From an optimization exercise on the open Yosys and OpenROAD flow, aimed at small area; shortcuts taken in it are not production practice.
In this exercise RTL edits were held to simulation tests only and were not proved equivalent to the original.
Power is estimated from default activity; no workload was simulated.

Design ritc_trigger_top, start of the top module:
module ritc_trigger_top #(
	parameter int A_STAGES = 0,
	parameter int B_STAGES = 2,
	parameter int C_STAGES = 3
) (
	input  logic                                              clk_i,
	input  logic                                              rst_n_i,
	input  logic                                              sync_i,
	input  logic [ritc_pkg::NBITS-1:0]                        a_i,
	input  logic [ritc_pkg::NBITS-1:0]                        b_i,
	input  logic [ritc_pkg::NBITS-1:0]                        c_i,
	input  logic                                              cfg_we_i,
	input  ritc_pkg::reg_addr_e                               cfg_addr_i,
	input  logic [ritc_pkg::CFG_BITS-1:0]                     cfg_wdata_i,
	output logic [ritc_pkg::CFG_BITS-1:0]                     cfg_rdata_o,
	output logic [ritc_pkg::NBITS*(A_STAGES+1)-1:0]           as_o,
	output logic [ritc_pkg::NBITS*(B_STAGES+1)-1:0]           bs_o,
	output logic [ritc_pkg::NBITS*(C_STAGES+1)-1:0]           cs_o,
	output logic                                              trig_o,
	output logic [ritc_pkg::NCHAN-1:0]                        trig_hits_o,
	output logic [ritc_pkg::PHASE_BITS-1:0]                   trig_phase_o
);
clock: 4.5 ns
lec_check: 0
cap_margin: 20
core_area: 2 2 158 158
die_area: 0 0 160 160
slew_margin: 20
synth_hierarchical: 1
standard.sh (not shown) runs the stock make flow with config.mk's settings and CLKGATE_MAP_FILE= SYNTH_SCRIPT=/design/flow/synth_recipe.tcl, a recipe that flattens the netlist after the stock synthesis.
==> flow/flow/run.sh <==
#!/bin/bash
# Standard ORFS layout (the standard.sh) with these layout choices changed:
#  - every input and output port still gets a buffer, but the small buf_1 cell
#  - the clock tree is built from clkbuf_4 cells in small clusters, without dummy loads
#  - global placement is not timing driven (its virtual repair keeps oversized
#    buffers); synthesis buffers are removed before it as the timing-driven mode does
set -o pipefail
HERE=$(pwd)
export BUFFER_PORTS_ARGS="-buffer_cell sky130_fd_sc_hd__buf_1"
export CTS_ARGS="-sink_clustering_enable -repair_clock_nets -buf_list sky130_fd_sc_hd__clkbuf_4 -root_buf sky130_fd_sc_hd__clkbuf_8 -dont_use_dummy_load -sink_clustering_size 12 -sink_clustering_max_diameter 40"
export GPL_TIMING_DRIVEN=0
# Pins one routing track apart, so that the die can be smaller than the pin count would allow at two
export PLACE_PINS_ARGS="-min_distance 1 -min_distance_in_tracks"
export PRE_GLOBAL_PLACE_TCL=$HERE/flow/pre_global_place.tcl
bash standard.sh > standard.log 2>&1
==> flow/flow/pre_global_place.tcl <==
remove_buffers
The first run completed with no timing, DRC or antenna violations.
Next try:
--- a/flow/flow/run.sh
+++ b/flow/flow/run.sh
@@ -3,3 +3,3 @@
 #  - every input and output port still gets a buffer, but the small buf_1 cell
-#  - the clock tree is built from clkbuf_4 cells in small clusters, without dummy loads
+#  - the clock tree is built from clkbuf_8 cells in small clusters, without dummy loads
 #  - global placement is not timing driven (its virtual repair keeps oversized
@@ -9,3 +9,3 @@
 export BUFFER_PORTS_ARGS="-buffer_cell sky130_fd_sc_hd__buf_1"
-export CTS_ARGS="-sink_clustering_enable -repair_clock_nets -buf_list sky130_fd_sc_hd__clkbuf_4 -root_buf sky130_fd_sc_hd__clkbuf_8 -dont_use_dummy_load -sink_clustering_size 12 -sink_clustering_max_diameter 40"
+export CTS_ARGS="-sink_clustering_enable -repair_clock_nets -buf_list sky130_fd_sc_hd__clkbuf_8 -root_buf sky130_fd_sc_hd__clkbuf_8 -dont_use_dummy_load -sink_clustering_size 20 -sink_clustering_max_diameter 60"
 export GPL_TIMING_DRIVEN=0
Outcome: The new run completed without violations; clock power hardly moves; power is about the same; hold slack gets worse by 0.049 ns; clock-buffer cell count went down by 14.
Next try:
--- a/flow/flow/run.sh
+++ b/flow/flow/run.sh
@@ -11,5 +11,5 @@
 export GPL_TIMING_DRIVEN=0
-# Pins one routing track apart, so that the die can be smaller than the pin count would allow at two
-export PLACE_PINS_ARGS="-min_distance 1 -min_distance_in_tracks"
 export PRE_GLOBAL_PLACE_TCL=$HERE/flow/pre_global_place.tcl
+# Cells off the critical paths are sized down after global routing
+export RECOVER_POWER=100
 bash standard.sh > standard.log 2>&1
--- a/flow/config.mk
+++ b/flow/config.mk
@@ -8,4 +8,4 @@
 export CAP_MARGIN = 20
-export CORE_AREA = 2 2 158 158
-export DIE_AREA = 0 0 160 160
+export CORE_AREA = 2 2 192 192
+export DIE_AREA = 0 0 194 194
 export SLEW_MARGIN = 20
After rerunning:
- This time the run reached the layout checks and failed them: capacitance limit, slew limit
- cell area came out higher slightly
- die area came out higher by well over a third
- global-route usage came out lower by 7.4 points
- worst hold slack improved by 0.043 ns
- combinational power is about the same
- clock-buffer cell count came out higher by 2
- synthesized area stays the same
- register-to-register slack hardly moves
- via count came out lower slightly
- wire length came out higher by a little under a tenth
- power came out higher slightly
Next try:
--- a/flow/flow/run.sh
+++ b/flow/flow/run.sh
@@ -12,4 +12,2 @@
 export PRE_GLOBAL_PLACE_TCL=$HERE/flow/pre_global_place.tcl
-# Cells off the critical paths are sized down after global routing
-export RECOVER_POWER=100
 bash standard.sh > standard.log 2>&1
Effect: Now the flow completed with no timing, DRC or antenna violations. Sequential share of layout area came out lower by 0.13 points. Via count is about the same. Maximum frequency came out higher by 1.0%.
Next try:
--- a/flow/flow/run.sh
+++ b/flow/flow/run.sh
@@ -4,2 +4,3 @@
 #  - the clock tree is built from clkbuf_8 cells in small clusters, without dummy loads
+#  - gates that synthesis sized up are put back at their smallest size first
 #  - global placement is not timing driven (its virtual repair keeps oversized
@@ -11,2 +12,4 @@
 export GPL_TIMING_DRIVEN=0
+# Pins one routing track apart, so that the die can be smaller than the pin count would allow at two
+export PLACE_PINS_ARGS="-min_distance 1 -min_distance_in_tracks"
 export PRE_GLOBAL_PLACE_TCL=$HERE/flow/pre_global_place.tcl
==> flow/flow/pre_global_place.tcl (replaced) <==
# Synthesis (ABC) sizes some gates up for its own delay estimate. Put every
# combinational gate back at its smallest drive strength; the resizer's slew,
# capacitance and timing repairs later in the flow size up what needs it.
set n_down 0
foreach inst [get_cells *] {
  set master [get_property $inst ref_name]
  if {![regexp {^(sky130_fd_sc_hd__)([a-z0-9]+)_([0-9]+)$} $master -> pfx base sz]} { continue }
  if {[regexp {^(df|sdf|edf|dl|buf|clk|inv|conb|tap|fill|decap|diode)} $base]} { continue }
  set best ""
  set best_area [get_property [get_lib_cells */$master] area]
  foreach t {0 1 2} {
    set cand ${pfx}${base}_$t
    set lc [get_lib_cells -quiet */$cand]
    if {$lc == ""} { continue }
    if {[get_property $lc dont_use]} { continue }
    set a [get_property $lc area]
    if {$a < $best_area} { set best $cand; set best_area $a }
  }
  if {$best != ""} {
    replace_cell $inst $best
    incr n_down
  }
}
puts "Sized down $n_down gates"
remove_buffers
--- a/flow/config.mk
+++ b/flow/config.mk
@@ -8,4 +8,4 @@
 export CAP_MARGIN = 20
-export CORE_AREA = 2 2 192 192
-export DIE_AREA = 0 0 194 194
+export CORE_AREA = 2 2 142 142
+export DIE_AREA = 0 0 144 144
 export SLEW_MARGIN = 20
Outcome: The changed run completed without violations; cell count came out lower by 9.2%; wire length came out lower by about 10%; final area came out lower by 2.6%; worst setup slack got worse by 0.015 ns; utilization came out higher by 31 points; fmax came out lower by about 0.35%; sequential share of layout area came out higher by 1.1 points.

ritc_trigger_top, a different RTL version from the one above (not shown whole).
For scale: roughly 1400 cells after synthesis, roughly 300 flip-flops, roughly 560 I/O pins, about 0.013 sq mm of cells after synthesis.
export LEC_CHECK = 0
export CAP_MARGIN = 20
export CORE_AREA = 2 2 192 192
export DIE_AREA = 0 0 194 194
export SLEW_MARGIN = 20
export SYNTH_HIERARCHICAL = 1
create_clock -name core_clock -period 4.5 [get_ports {clk_i}]
==> flow/flow/run.sh <==
#!/bin/bash
# Standard ORFS layout (the standard.sh) with these layout choices changed:
#  - every input and output port still gets a buffer, but the small buf_1 cell
#  - the clock tree is built from clkbuf_8 cells in small clusters, without dummy loads
#  - global placement is not timing driven (its virtual repair keeps oversized
#    buffers); synthesis buffers are removed before it as the timing-driven mode does
set -o pipefail
HERE=$(pwd)
export BUFFER_PORTS_ARGS="-buffer_cell sky130_fd_sc_hd__buf_1"
export CTS_ARGS="-sink_clustering_enable -repair_clock_nets -buf_list sky130_fd_sc_hd__clkbuf_8 -root_buf sky130_fd_sc_hd__clkbuf_8 -dont_use_dummy_load -sink_clustering_size 16 -sink_clustering_max_diameter 50"
export GPL_TIMING_DRIVEN=0
export PRE_GLOBAL_PLACE_TCL=$HERE/flow/pre_global_place.tcl
bash standard.sh > standard.log 2>&1
==> flow/flow/pre_global_place.tcl <==
remove_buffers
Rerun with:
--- a/flow/config.mk
+++ b/flow/config.mk
@@ -9,0 +10 @@
+export CORE_UTILIZATION = 40
What happened: Now the flow never finished: it broke off in 2_1_floorplan.
Rerun with:
--- a/flow/flow/run.sh
+++ b/flow/flow/run.sh
@@ -10 +10 @@
-export CTS_ARGS="-sink_clustering_enable -repair_clock_nets -buf_list sky130_fd_sc_hd__clkbuf_8 -root_buf sky130_fd_sc_hd__clkbuf_8 -dont_use_dummy_load -sink_clustering_size 16 -sink_clustering_max_diameter 50"
+export CTS_ARGS="-sink_clustering_enable -repair_clock_nets -buf_list sky130_fd_sc_hd__clkbuf_8 -root_buf sky130_fd_sc_hd__clkbuf_8 -dont_use_dummy_load -sink_clustering_size 20 -sink_clustering_max_diameter 60"
--- a/flow/config.mk
+++ b/flow/config.mk
@@ -10 +9,0 @@
-export CORE_UTILIZATION = 40
The changed run passed the timing, design-rule and antenna checks.
Rerun with:
--- a/flow/flow/run.sh
+++ b/flow/flow/run.sh
@@ -10 +10 @@
-export CTS_ARGS="-sink_clustering_enable -repair_clock_nets -buf_list sky130_fd_sc_hd__clkbuf_8 -root_buf sky130_fd_sc_hd__clkbuf_8 -dont_use_dummy_load -sink_clustering_size 20 -sink_clustering_max_diameter 60"
+export CTS_ARGS="-sink_clustering_enable -repair_clock_nets -buf_list sky130_fd_sc_hd__clkbuf_8 -root_buf sky130_fd_sc_hd__clkbuf_8 -dont_use_dummy_load -sink_clustering_size 30 -sink_clustering_max_diameter 80"
--- a/flow/config.mk
+++ b/flow/config.mk
@@ -9,0 +10 @@
+export CORE_UTILIZATION = 40
- The new run stopped in 2_1_floorplan

ritc_trigger_top with an RTL version that a note above also has.
Size in the first run: about 560 I/O pins, ~0.013 mm2 of cells after synthesis.
export LEC_CHECK = 0
export CAP_MARGIN = 20
export CORE_AREA = 2 2 148 148
export DIE_AREA = 0 0 150 150
export SLEW_MARGIN = 20
export SYNTH_HIERARCHICAL = 1
create_clock -name core_clock -period 4.5 [get_ports {clk_i}]
==> flow/flow/run.sh <==
#!/bin/bash
# Standard ORFS layout (the standard.sh) with these layout choices changed:
#  - every input and output port still gets a buffer, but the small buf_1 cell
#  - the clock tree is built from clkbuf_8 cells in small clusters, without dummy loads
#  - gates that synthesis sized up are put back at their smallest size first
#  - global placement is not timing driven (its virtual repair keeps oversized
#    buffers); synthesis buffers are removed before it as the timing-driven mode does
set -o pipefail
HERE=$(pwd)
export BUFFER_PORTS_ARGS="-buffer_cell sky130_fd_sc_hd__buf_1"
export CTS_ARGS="-sink_clustering_enable -repair_clock_nets -buf_list sky130_fd_sc_hd__clkbuf_8 -root_buf sky130_fd_sc_hd__clkbuf_8 -dont_use_dummy_load -sink_clustering_size 20 -sink_clustering_max_diameter 60"
export GPL_TIMING_DRIVEN=0
# Pins one routing track apart, so that the die can be smaller than the pin count would allow at two
export PLACE_PINS_ARGS="-min_distance 1 -min_distance_in_tracks"
export PRE_GLOBAL_PLACE_TCL=$HERE/flow/pre_global_place.tcl
bash standard.sh > standard.log 2>&1
==> flow/flow/pre_global_place.tcl <==
# Synthesis (ABC) sizes some gates up for its own delay estimate. Put every
# combinational gate back at its smallest drive strength; the resizer's slew,
# capacitance and timing repairs later in the flow size up what needs it.
set n_down 0
foreach inst [get_cells *] {
  set master [get_property $inst ref_name]
  if {![regexp {^(sky130_fd_sc_hd__)([a-z0-9]+)_([0-9]+)$} $master -> pfx base sz]} { continue }
  if {[regexp {^(df|sdf|edf|dl|buf|clk|inv|conb|tap|fill|decap|diode)} $base]} { continue }
  set best ""
  set best_area [get_property [get_lib_cells */$master] area]
  foreach t {0 1 2} {
    set cand ${pfx}${base}_$t
    set lc [get_lib_cells -quiet */$cand]
    if {$lc == ""} { continue }
    if {[get_property $lc dont_use]} { continue }
    set a [get_property $lc area]
    if {$a < $best_area} { set best $cand; set best_area $a }
  }
  if {$best != ""} {
    replace_cell $inst $best
    incr n_down
  }
}
puts "Sized down $n_down gates"
remove_buffers
Next try:
- CORE_AREA: 2 2 148 148 -> 2 2 158 158
- DIE_AREA: 0 0 150 150 -> 0 0 160 160
- The new run went through all stages and came out clean
- final cell count rose by 2.7%
- power climbs by 0.90%
- synthesized cell count stays the same
- sequential share of layout area fell by 0.33 points
- setup slack improves by 30 ps
- global-route usage goes down by 2.1 points
- hold slack loses 24 ps
- synthesized area stays the same
- sequential power hardly moves
- wire length rises by 2.7%
- core utilization went down by 8.0 points
Next try:
--- a/flow/flow/run.sh
+++ b/flow/flow/run.sh
@@ -4,3 +4,2 @@
 #  - the clock tree is built from clkbuf_8 cells in small clusters, without dummy loads
-#  - gates that synthesis sized up are put back at their smallest size first
 #  - global placement is not timing driven (its virtual repair keeps oversized
==> flow/flow/pre_global_place.tcl (replaced) <==
remove_buffers
- CAP_MARGIN: 20 -> 5
- SLEW_MARGIN: 20 -> 5
=>
- The changed run completed without violations
- total power rose by 0.95%
- critical path depth rose by 1
- synthesized cell count stays the same
- routed wire length rose by 1.9%
- register-to-register slack improved by 70 ps
- utilization rose by 0.43 points
Next try:
--- a/flow/flow/run.sh
+++ b/flow/flow/run.sh
@@ -9,3 +9,3 @@
 export BUFFER_PORTS_ARGS="-buffer_cell sky130_fd_sc_hd__buf_1"
-export CTS_ARGS="-sink_clustering_enable -repair_clock_nets -buf_list sky130_fd_sc_hd__clkbuf_8 -root_buf sky130_fd_sc_hd__clkbuf_8 -dont_use_dummy_load -sink_clustering_size 20 -sink_clustering_max_diameter 60"
+export CTS_ARGS="-sink_clustering_enable -repair_clock_nets -buf_list sky130_fd_sc_hd__clkbuf_8 -root_buf sky130_fd_sc_hd__clkbuf_8 -dont_use_dummy_load -sink_clustering_size 24 -sink_clustering_max_diameter 50"
 export GPL_TIMING_DRIVEN=0
- CAP_MARGIN: 5 -> 20
- SLEW_MARGIN: 5 -> 20
Effect:
- worst setup slack degrades by 25 ps
- die area does not change
- final area is about the same
- via count went down by 0.38%
- count of clock-buffer cells in the layout went up by 3

## port drivers added, routing unchanged
No port has a modelled driver above. Below, the same layouts with a new extraction and two added sets of constraints.
Step 1 assumes that a clkbuf_16 drives the clock port and a buf_2 every other input.
Step 2 times the ports against the registers' clock, not the clock port: input delays grow and output delays shrink by t, the midpoint of the rising clock arrivals with the driver on.
Slacks: no drivers / after step 1 / after step 2; pairs: no drivers / after step 1.
| run | t (ns) | slack for setup (ns) | pins driven straight from the clock port |
|---|---|---|---|
| the first run of note 1 | 0.546 | 0.225 / 0.244 / -0.302 | 1 |
| the second run of note 1 | 0.572 | 0.214 / 0.237 / -0.334 | 1 |
| the third run of note 1 | 0.599 | 0.240 / 0.259 / -0.340 | 1 |
| the fourth run of note 1 | 0.598 | 0.283 / 0.305 / -0.293 | 1 |
| the fifth run of note 1 | 0.546 | 0.268 / 0.287 / -0.260 | 1 |
| the first run of note 2 | 0.583 | 0.122 / 0.147 / -0.436 | 1 |
| the third run of note 2 | 0.623 | 0.121 / 0.145 / -0.478 | 1 |
| the first run of note 3 | 0.568 | 0.240 / 0.257 / -0.311 | 1 |
| the second run of note 3 | 0.577 | 0.270 / 0.292 / -0.285 | 1 |
| the third run of note 3 | 0.575 | 0.207 / 0.230 / -0.345 | 1 |
| the fourth run of note 3 | 0.569 | 0.182 / 0.206 / -0.363 | 1 |
The setup slack of the third run of note 2, which loses most, moves by +0.024 ns with the drivers and by -0.599 ns with both steps.
